Source: an optimization exercise on an open RTL-to-GDS flow (aim: small area and a short achievable clock period). Production flows keep margins and buffers that such runs may drop. Only simulation tests tie the RTL to the original design; equivalence was not proved. Power and IR drop assume default switching activity. No driver is modelled on the clock port, so clocking that relies on it looks cheaper here than on a real chip.

== alpha ==
==> flow/design.v (excerpt) <==
module adc_circ_buffer
#(
  parameter int DATA_W    = adc_pkg::ADC_DATA_W,
  parameter int ADDR_W    = adc_pkg::ADC_ADDR_W,
  parameter int POST_TRIG = 192
) (
  input  logic              FASTCLK,
  input  logic              RESET_n,
  input  logic [DATA_W-1:0] IN_DATA,
  input  logic              IN_WE,
  input  logic              ARM,
  input  logic              TRIG,
  input  logic              RD_READY,
  output logic [DATA_W-1:0] RD_DATA,
  output logic              RD_VALID,
  output logic              RD_LAST,
  output logic [ADDR_W-1:0] TRIG_ADDR,
  output logic              BUSY,
  output logic              TRIG_LOST
);
  localparam int DEPTH = 1 << ADDR_W;
  localparam int PRE   = DEPTH - POST_TRIG;
  localparam logic [ADDR_W-1:0] PRE_END  = ADDR_W'(PRE - 1);
  localparam logic [ADDR_W-1:0] POST_END = ADDR_W'(POST_TRIG - 1);
  localparam logic [ADDR_W-1:0] RD_END   = ADDR_W'(DEPTH - 2);
  logic s_fill_q, s_armed_q, s_post_q, s_read_q, busy_q;
  logic s_fill_d, s_armed_d, s_post_d, s_read_d, busy_d;
  logic [ADDR_W-1:0] wr_ptr_q, wr_ptr_d;
  ...
Size in the first run: ~7100 cells after synthesis, about 3100 flip-flops, about 42 I/O pins, ~0.086 sq mm of cells after synthesis.
clock: 6.0 ns
lec_check: 0
cap_margin: 10
core_margin: 2
core_utilization: 83
cts_cluster_diameter: 100
cts_cluster_size: 30
setup_slack_margin: 3.7
slew_margin: 10
run.sh (not shown) runs the stock make flow with config.mk's settings and CLKGATE_MAP_FILE= SYNTH_SCRIPT=/design/flow/synth_recipe.tcl, a recipe that flattens the netlist after the stock synthesis.
--- input diff alpha..beta ---
- a change of CAP_MARGIN from 10 to 20
- a change of SETUP_SLACK_MARGIN from 3.7 to 3.8
- a change of SLEW_MARGIN from 10 to 20
- a change of CORE_UTILIZATION from 83 to 85
==> run notes <==
- Max freq alpha -> beta: degraded
- met2 track utilization from global routing is lower on alpha
- Diff alpha..beta | largest fanout of any net on the critical path | unchanged
- Between alpha and beta, the final area figures differ only marginally.
- The signed area change from the synthesized netlist to the final layout in beta was higher than what alpha gave.
- [beta] insertion delay of the later-clocked pin in the worst-skew pair fell 0.02 ns relative to alpha
- | mean routed wirelength per cell | beta vs alpha | 0.69 um higher |
- Going from alpha to beta, maximum VDD drop moved up, via count of the routed design moved up, post-layout minimum cycle time moved up.

## run 1
Another version of the RTL of adc_circ_buffer (not shown whole).
Size in the first run: ~3,100 flip-flops, ~42 I/O pins, ~94,000 sq um of cells after synthesis.
make LEC_CHECK=0 CAP_MARGIN=20 CORE_MARGIN=2 CORE_UTILIZATION=65 CTS_CLUSTER_DIAMETER=100 CTS_CLUSTER_SIZE=30 SETUP_SLACK_MARGIN=3.8 SLEW_MARGIN=20 finish   # period 6.0 ns
### run 1 -> run 2
diff --git a/flow/config.mk b/flow/config.mk
--- a/flow/config.mk
+++ b/flow/config.mk
@@ -9,6 +9,4 @@
 export CORE_MARGIN = 2
 export CORE_UTILIZATION = 65
-export CTS_CLUSTER_DIAMETER = 100
-export CTS_CLUSTER_SIZE = 30
-export SETUP_SLACK_MARGIN = 3.8
+export SETUP_SLACK_MARGIN = 3.5
 export SLEW_MARGIN = 20
## What came out
The final reports for run 2 and run 1 show power higher in the former.
Wire: run 2 routes more than run 1
Per the comparison of run 2 with run 1, buffer share of cell area decreased by 0.30 points relative to the old numbers; net switching fraction of the power -0.75 points; post-route cell area increased by 6.7% relative to the old numbers.
## Diff of input files: run 3 against run 2
diff --git a/flow/config.mk b/flow/config.mk
--- a/flow/config.mk
+++ b/flow/config.mk
@@ -8,5 +8,7 @@
 export CAP_MARGIN = 20
 export CORE_MARGIN = 2
-export CORE_UTILIZATION = 65
-export SETUP_SLACK_MARGIN = 3.5
+export CORE_UTILIZATION = 90
+export CTS_CLUSTER_DIAMETER = 100
+export CTS_CLUSTER_SIZE = 30
+export SETUP_SLACK_MARGIN = 3.8
 export SLEW_MARGIN = 20
- The flow ended early for run 3: it failed with a tool error in 4_1_cts.
- For the placement row count, run 3 came in about 15% lower than run 2 did.
- Run 3 ended up with a higher post-placement setup slack than run 2 did.
- Run 3 vs run 2: placement-stage cell area down in run 3
- Comparing run 2 against run 3, there is no change at all in number of clock sinks.
- There was hardly any difference in simple-gate portion of the synthesized area between run 3 and run 2.
- Count of instances resized after the clock tree is built: run 3 vs run 2 up 9
- | half-perimeter wire length after detailed placement | run 3 vs run 2 | worse |
- Compared with run 2, run 3 shows post-CTS setup buffer count higher by 13.
- On number of cells after detailed placement, the lower figure sits with run 3, not run 2.
Modified inputs, run 4 compared to run 3
diff --git a/flow/config.mk b/flow/config.mk
--- a/flow/config.mk
+++ b/flow/config.mk
@@ -8,5 +8,5 @@
 export CAP_MARGIN = 20
 export CORE_MARGIN = 2
-export CORE_UTILIZATION = 90
+export CORE_UTILIZATION = 80
 export CTS_CLUSTER_DIAMETER = 100
 export CTS_CLUSTER_SIZE = 30
### Flow results
- Status for run 4 and run 3: clean finish in run 4 only
- Run 3 did not finish; a tool error ended it in 4_1_cts.
- Run 4 against run 3: die outline height +about 6%; quantity of I/O buffers inserted on ports roughly the same; routability congestion estimate from global placement lower.
Setup changes, run 4 to run 5
diff --git a/flow/config.mk b/flow/config.mk
--- a/flow/config.mk
+++ b/flow/config.mk
@@ -8,7 +8,7 @@
 export CAP_MARGIN = 20
 export CORE_MARGIN = 2
-export CORE_UTILIZATION = 80
-export CTS_CLUSTER_DIAMETER = 100
-export CTS_CLUSTER_SIZE = 30
+export CORE_UTILIZATION = 65
+export CTS_CLUSTER_DIAMETER = 60
+export CTS_CLUSTER_SIZE = 20
 export SETUP_SLACK_MARGIN = 3.8
 export SLEW_MARGIN = 20
Notes after the runs:
- Summary of run 5 over run 4: final HPWL from detailed placement shrank by about 10%; number of cells in the design after placement went up; area share of buffers outside the clock network stayed essentially flat; first-pass GRT wire length has decreased; minimum setup slack in the final design lower.
- For run 4 and run 5, there was not a single run that failed to finish clean.
> inputs changed (run 5 -> run 6)
diff --git a/flow/config.mk b/flow/config.mk
--- a/flow/config.mk
+++ b/flow/config.mk
@@ -9,6 +9,6 @@
 export CORE_MARGIN = 2
 export CORE_UTILIZATION = 65
-export CTS_CLUSTER_DIAMETER = 60
-export CTS_CLUSTER_SIZE = 20
-export SETUP_SLACK_MARGIN = 3.8
+export CTS_CLUSTER_DIAMETER = 100
+export CTS_CLUSTER_SIZE = 30
+export SETUP_SLACK_MARGIN = 3.5
 export SLEW_MARGIN = 20
Findings:
Run 6: no failed stages, no open violations at the end
Status: area used by multi-input combinational logic parity (run 5, run 6)
Looking at fraction of cell area in non-clock buffers, run 6 sits 0.18 points lower than run 5 does.
For shortest period the worst path allows, run 5 and run 6 come out practically identical.
[compare] base=run 5 new=run 6: number of global-route vias before repair decreased 904, total power decreased 2.9 mW.
Run comparison: run 6 slowest stage cell on the critical path dfxtp_2; run 5 slowest stage cell on the critical path dfxtp_4
Run 5 -> run 6: critical path depth flat

The RTL this note starts from:
==> flow/design.v <==
package adc_pkg;
  localparam int ADC_DATA_W = 12;
  localparam int ADC_ADDR_W = 8;
  typedef enum logic [2:0] {
    IDLE,
    FILL,
    ARMED,
    POST,
    READOUT
  } state_t;
  function automatic logic [ADC_ADDR_W-1:0] ptr_add(input logic [ADC_ADDR_W-1:0] ptr,
                                                    input logic [ADC_ADDR_W-1:0] n);
    ptr_add = ptr + n;
  endfunction
endpackage
module circ_ram
#(
  parameter int DATA_W = adc_pkg::ADC_DATA_W,
  parameter int DEPTH  = 255
) (
  input  logic              clk_i,
  input  logic              shift_i,
  input  logic              hold_i,
  input  logic [DATA_W-1:0] wdata_i,
  output logic [DATA_W-1:0] tail_o,
  output logic [DATA_W-1:0] tail1_o
);
  logic [DATA_W-1:0] sr_q [DEPTH];
  always_ff @(posedge clk_i) begin
    sr_q[0] <= ~(({DATA_W{shift_i}} | sr_q[0]) & ({DATA_W{hold_i}} | wdata_i));
    for (int i = 1; i < DEPTH; i++) begin
      sr_q[i] <= ~(({DATA_W{shift_i}} | sr_q[i]) & ({DATA_W{hold_i}} | sr_q[i-1]));
    end
  end
  assign tail_o  = sr_q[DEPTH-1];
  assign tail1_o = sr_q[DEPTH-2];
endmodule
module adc_circ_buffer
#(
  parameter int DATA_W    = adc_pkg::ADC_DATA_W,
  parameter int ADDR_W    = adc_pkg::ADC_ADDR_W,
  parameter int POST_TRIG = 192
) (
  input  logic              FASTCLK,
  input  logic              RESET_n,
  input  logic [DATA_W-1:0] IN_DATA,
  input  logic              IN_WE,
  input  logic              ARM,
  input  logic              TRIG,
  input  logic              RD_READY,
  output logic [DATA_W-1:0] RD_DATA,
  output logic              RD_VALID,
  output logic              RD_LAST,
  output logic [ADDR_W-1:0] TRIG_ADDR,
  output logic              BUSY,
  output logic              TRIG_LOST
);
  localparam int DEPTH = 1 << ADDR_W;
  localparam int PRE   = DEPTH - POST_TRIG;
  localparam logic [ADDR_W-1:0] PRE_END  = ADDR_W'(PRE - 1);
  localparam logic [ADDR_W-1:0] POST_END = ADDR_W'(POST_TRIG - 1);
  localparam logic [ADDR_W-1:0] RD_END   = ADDR_W'(DEPTH - 2);
  logic s_fill_q, s_armed_q, s_post_q, s_read_q, busy_q;
  logic s_fill_d, s_armed_d, s_post_d, s_read_d, busy_d;
  logic [ADDR_W-1:0] wr_ptr_q, wr_ptr_d;
  logic [ADDR_W-1:0] trig_addr_q, trig_addr_d;
  logic [ADDR_W-1:0] cnt_q, cnt_d;
  logic              trig_lost_q, trig_lost_d;
  logic              rd_valid_q, rd_valid_d;
  logic              rd_last_q, rd_last_d;
  logic              rv_q, rv_d;
  logic              last_q, last_d;
  logic              idle;
  logic [DATA_W-1:0] rd_data_q, rd_data_d;
  logic [DATA_W-1:0] wd_q;
  logic              shift_q, hold_q;
  logic              pend_q;
  logic              pol_q;
  logic [DATA_W-1:0] sr_next;
  logic              wr_en;
  logic              xfer;
  logic [DATA_W-1:0] sr_tail, sr_tail1;
  assign wr_en = IN_WE && (s_fill_q || s_armed_q || s_post_q);
  assign xfer  = rv_q && RD_READY;
  assign idle  = !(s_fill_q || s_armed_q || s_post_q || s_read_q);
  circ_ram #(
    .DATA_W(DATA_W),
    .DEPTH (DEPTH - 1)
  ) u_ram (
    .clk_i  (FASTCLK),
    .shift_i(shift_q),
    .hold_i (hold_q),
    .wdata_i(wd_q),
    .tail_o (sr_tail),
    .tail1_o(sr_tail1)
  );
  always_ff @(posedge FASTCLK) begin
    pol_q   <= RESET_n && !pol_q;
    wd_q    <= IN_DATA ^ {DATA_W{!pol_q}};
    shift_q <= wr_en || xfer;
    hold_q  <= !(wr_en || xfer);
    pend_q  <= xfer;
  end
  always_comb begin
    s_fill_d    = s_fill_q;
    s_armed_d   = s_armed_q;
    s_post_d    = s_post_q;
    s_read_d    = s_read_q;
    wr_ptr_d    = wr_en ? wr_ptr_q + 1'b1 : wr_ptr_q;
    trig_addr_d = trig_addr_q;
    cnt_d       = cnt_q;
    trig_lost_d = trig_lost_q;
    if (idle) begin
      if (ARM) begin
        s_fill_d    = 1'b1;
        cnt_d       = '0;
        trig_lost_d = 1'b0;
      end
    end
    if (s_fill_q) begin
      if (TRIG) trig_lost_d = 1'b1;
      if (IN_WE) begin
        cnt_d = cnt_q + 1'b1;
        if (cnt_q == PRE_END) begin
          s_fill_d  = 1'b0;
          s_armed_d = 1'b1;
        end
      end
    end
    if (s_armed_q) begin
      if (TRIG) begin
        s_armed_d   = 1'b0;
        s_post_d    = 1'b1;
        trig_addr_d = wr_ptr_q;
        cnt_d       = {{(ADDR_W-1){1'b0}}, IN_WE};
      end
    end
    if (s_post_q) begin
      if (IN_WE) begin
        cnt_d = cnt_q + 1'b1;
        if (cnt_q == POST_END) begin
          s_post_d = 1'b0;
          s_read_d = 1'b1;
          cnt_d    = '0;
        end
      end
    end
    if (s_read_q) begin
      if (xfer) begin
        cnt_d = cnt_q + 1'b1;
        if (last_q) s_read_d = 1'b0;
      end
    end
  end
  assign busy_d     = s_fill_d || s_armed_d || s_post_d || s_read_d;
  assign sr_next    = (pend_q ? sr_tail1 : sr_tail) ^ {DATA_W{pol_q}};
  assign rd_valid_d = s_read_q && !(xfer && last_q);
  assign rd_last_d  = s_read_q && (xfer ? (cnt_q == RD_END) : rd_last_q);
  assign rv_d       = s_read_q && s_read_d;
  assign last_d     = s_read_q && ((RD_READY && rv_q) ? (cnt_q == RD_END) : last_q);
  assign rd_data_d  = (s_read_q && (!rv_q || RD_READY)) ?
                      (last_q ? '0 : sr_next) : rd_data_q;
  always_ff @(posedge FASTCLK) begin
    if (!RESET_n) begin
      s_fill_q    <= 1'b0;
      s_armed_q   <= 1'b0;
      s_post_q    <= 1'b0;
      s_read_q    <= 1'b0;
      busy_q      <= 1'b0;
      wr_ptr_q    <= '0;
      trig_addr_q <= '0;
      cnt_q       <= '0;
      trig_lost_q <= 1'b0;
      rd_valid_q  <= 1'b0;
      rd_last_q   <= 1'b0;
      rv_q        <= 1'b0;
      last_q      <= 1'b0;
      rd_data_q   <= '0;
    end else begin
      s_fill_q    <= s_fill_d;
      s_armed_q   <= s_armed_d;
      s_post_q    <= s_post_d;
      s_read_q    <= s_read_d;
      busy_q      <= busy_d;
      wr_ptr_q    <= wr_ptr_d;
      trig_addr_q <= trig_addr_d;
      cnt_q       <= cnt_d;
      trig_lost_q <= trig_lost_d;
      rd_valid_q  <= rd_valid_d;
      rd_last_q   <= rd_last_d;
      rv_q        <= rv_d;
      last_q      <= last_d;
      rd_data_q   <= rd_data_d;
    end
  end
  assign RD_VALID  = rd_valid_q;
  assign RD_DATA   = rd_data_q;
  assign RD_LAST   = rd_last_q;
  assign TRIG_ADDR = trig_addr_q;
  assign BUSY      = busy_q;
  assign TRIG_LOST = trig_lost_q;
endmodule
clock: 6.0 ns
lec_check: 0
cap_margin: 10
core_margin: 2
core_utilization: 83
cts_cluster_diameter: 100
cts_cluster_size: 30
setup_slack_margin: 4.0
slew_margin: 10
The starting point completed with no timing, DRC or antenna violations.
Edit:
- CORE_UTILIZATION: 83 -> 85
- SETUP_SLACK_MARGIN: 4.0 -> 3.6
Effect:
- final cell count came out lower by 0.94%
- non-clock buffer count shrinks by 5
- synthesized area stays the same
- final area fell by 0.44%
- routed wire length increases by 6.0%
- total power rises by 0.54%
- utilization goes up by 1.4 points
- register-to-register slack is worse by 0.39 ns
- via count came out higher by 2.0%
- sequential share of layout area grows by 0.31 points
- global-route usage is higher by 2.6 points
Edit:
- CORE_UTILIZATION: 85 -> 87
- CTS_CLUSTER_DIAMETER: 100 -> 60
Effect: Wire length grows by 26%; power grows by 7.8%; flip-flop and latch count is unchanged; design area grows by 1.9%; clock power grows by 26%; final cell count grows by 1.4%; core utilization grows by 3.6 points; sequential power grows by about 2%.
Edit:
- CAP_MARGIN: 10 -> 20
- CORE_UTILIZATION: 87 -> 85
- CTS_CLUSTER_DIAMETER: 60 -> 100
- SLEW_MARGIN: 10 -> 20
Result: Clock-buffer cell count shrinks by 52; die area grows by a few percent; cell area shrinks slightly; worst setup slack improved by 0.052 ns; wire length shrinks by about a fifth.
Edit:
- CAP_MARGIN: 20 -> 10
- GPL_ROUTABILITY_DRIVEN: unset -> 0
- SLEW_MARGIN: 20 -> 10
- TNS_END_PERCENT: unset -> 100
=> Global-route usage does not change; register-to-register slack hardly moves; clock skew hardly moves; worst setup slack stays flat; synthesized cell count is unchanged; power stays flat.
Edit:
- CORE_UTILIZATION: 85 -> 83
- CTS_CLUSTER_SIZE: 30 -> 33
- GPL_ROUTABILITY_DRIVEN: 0 -> unset
- SETUP_SLACK_MARGIN: 3.6 -> 3.7
- TNS_END_PERCENT: 100 -> unset
What happened:
- global-route usage fell by 2.5 points
- via count fell by a few percent
- clock-buffer cell count fell by 10
- register-to-register slack is better by 0.03 ns
- sequential share of layout area rose by 0.18 points
- routed wire length fell by a few percent
- first-iteration DRC count fell by a little under a tenth

afterwards: timing with drivers on the ports:
Ports are ideal in the flow. The routed layouts listed here were re-timed in OpenROAD. Step 1: set_driving_cell puts a clkbuf_16 on FASTCLK and a buf_2 on each other input, an assumption about the parent block. Step 2 moves the port delays by t, midway between the first and last clock arrival at a register: inputs arrive t later, outputs are due t later. That takes back most of the time a late clock gives input paths. a / b / c = ideal ports / drivers / drivers and shift; a / b = the first two.
| run | t (ns) | setup slack, ns | pins driven straight from the clock port |
|---|---|---|---|
| alpha | 0.816 | 3.568 / 3.489 / 3.010 | 1 |
| beta | 0.792 | 3.559 / 3.487 / 3.062 | 1 |
| run 1 | 0.824 | 3.516 / 3.443 / 2.942 | 1 |
| run 2 | 0.926 | 3.437 / 3.361 / 2.864 | 1 |
| run 4 | 0.807 | 3.551 / 3.478 / 2.975 | 1 |
| run 5 | 0.856 | 3.508 / 3.432 / 3.043 | 1 |
| run 6 | 0.809 | 3.505 / 3.433 / 2.898 | 1 |
| the first run of note 3 | 0.793 | 3.587 / 3.514 / 3.322 | 1 |
| the second run of note 3 | 0.795 | 3.562 / 3.486 / 2.989 | 1 |
| the third run of note 3 | 0.863 | 3.510 / 3.431 / 2.736 | 1 |
| the fourth run of note 3 | 0.796 | 3.562 / 3.486 / 2.991 | 1 |
| the fifth run of note 3 | 0.795 | 3.562 / 3.486 / 2.989 | 1 |
| the sixth run of note 3 | 0.791 | 3.587 / 3.516 / 2.983 | 1 |
After both steps setup and hold are still met in every run listed. For the third run of note 3, which loses most, drivers alone change the setup slack by -0.079 ns; drivers and shift together by -0.774 ns.
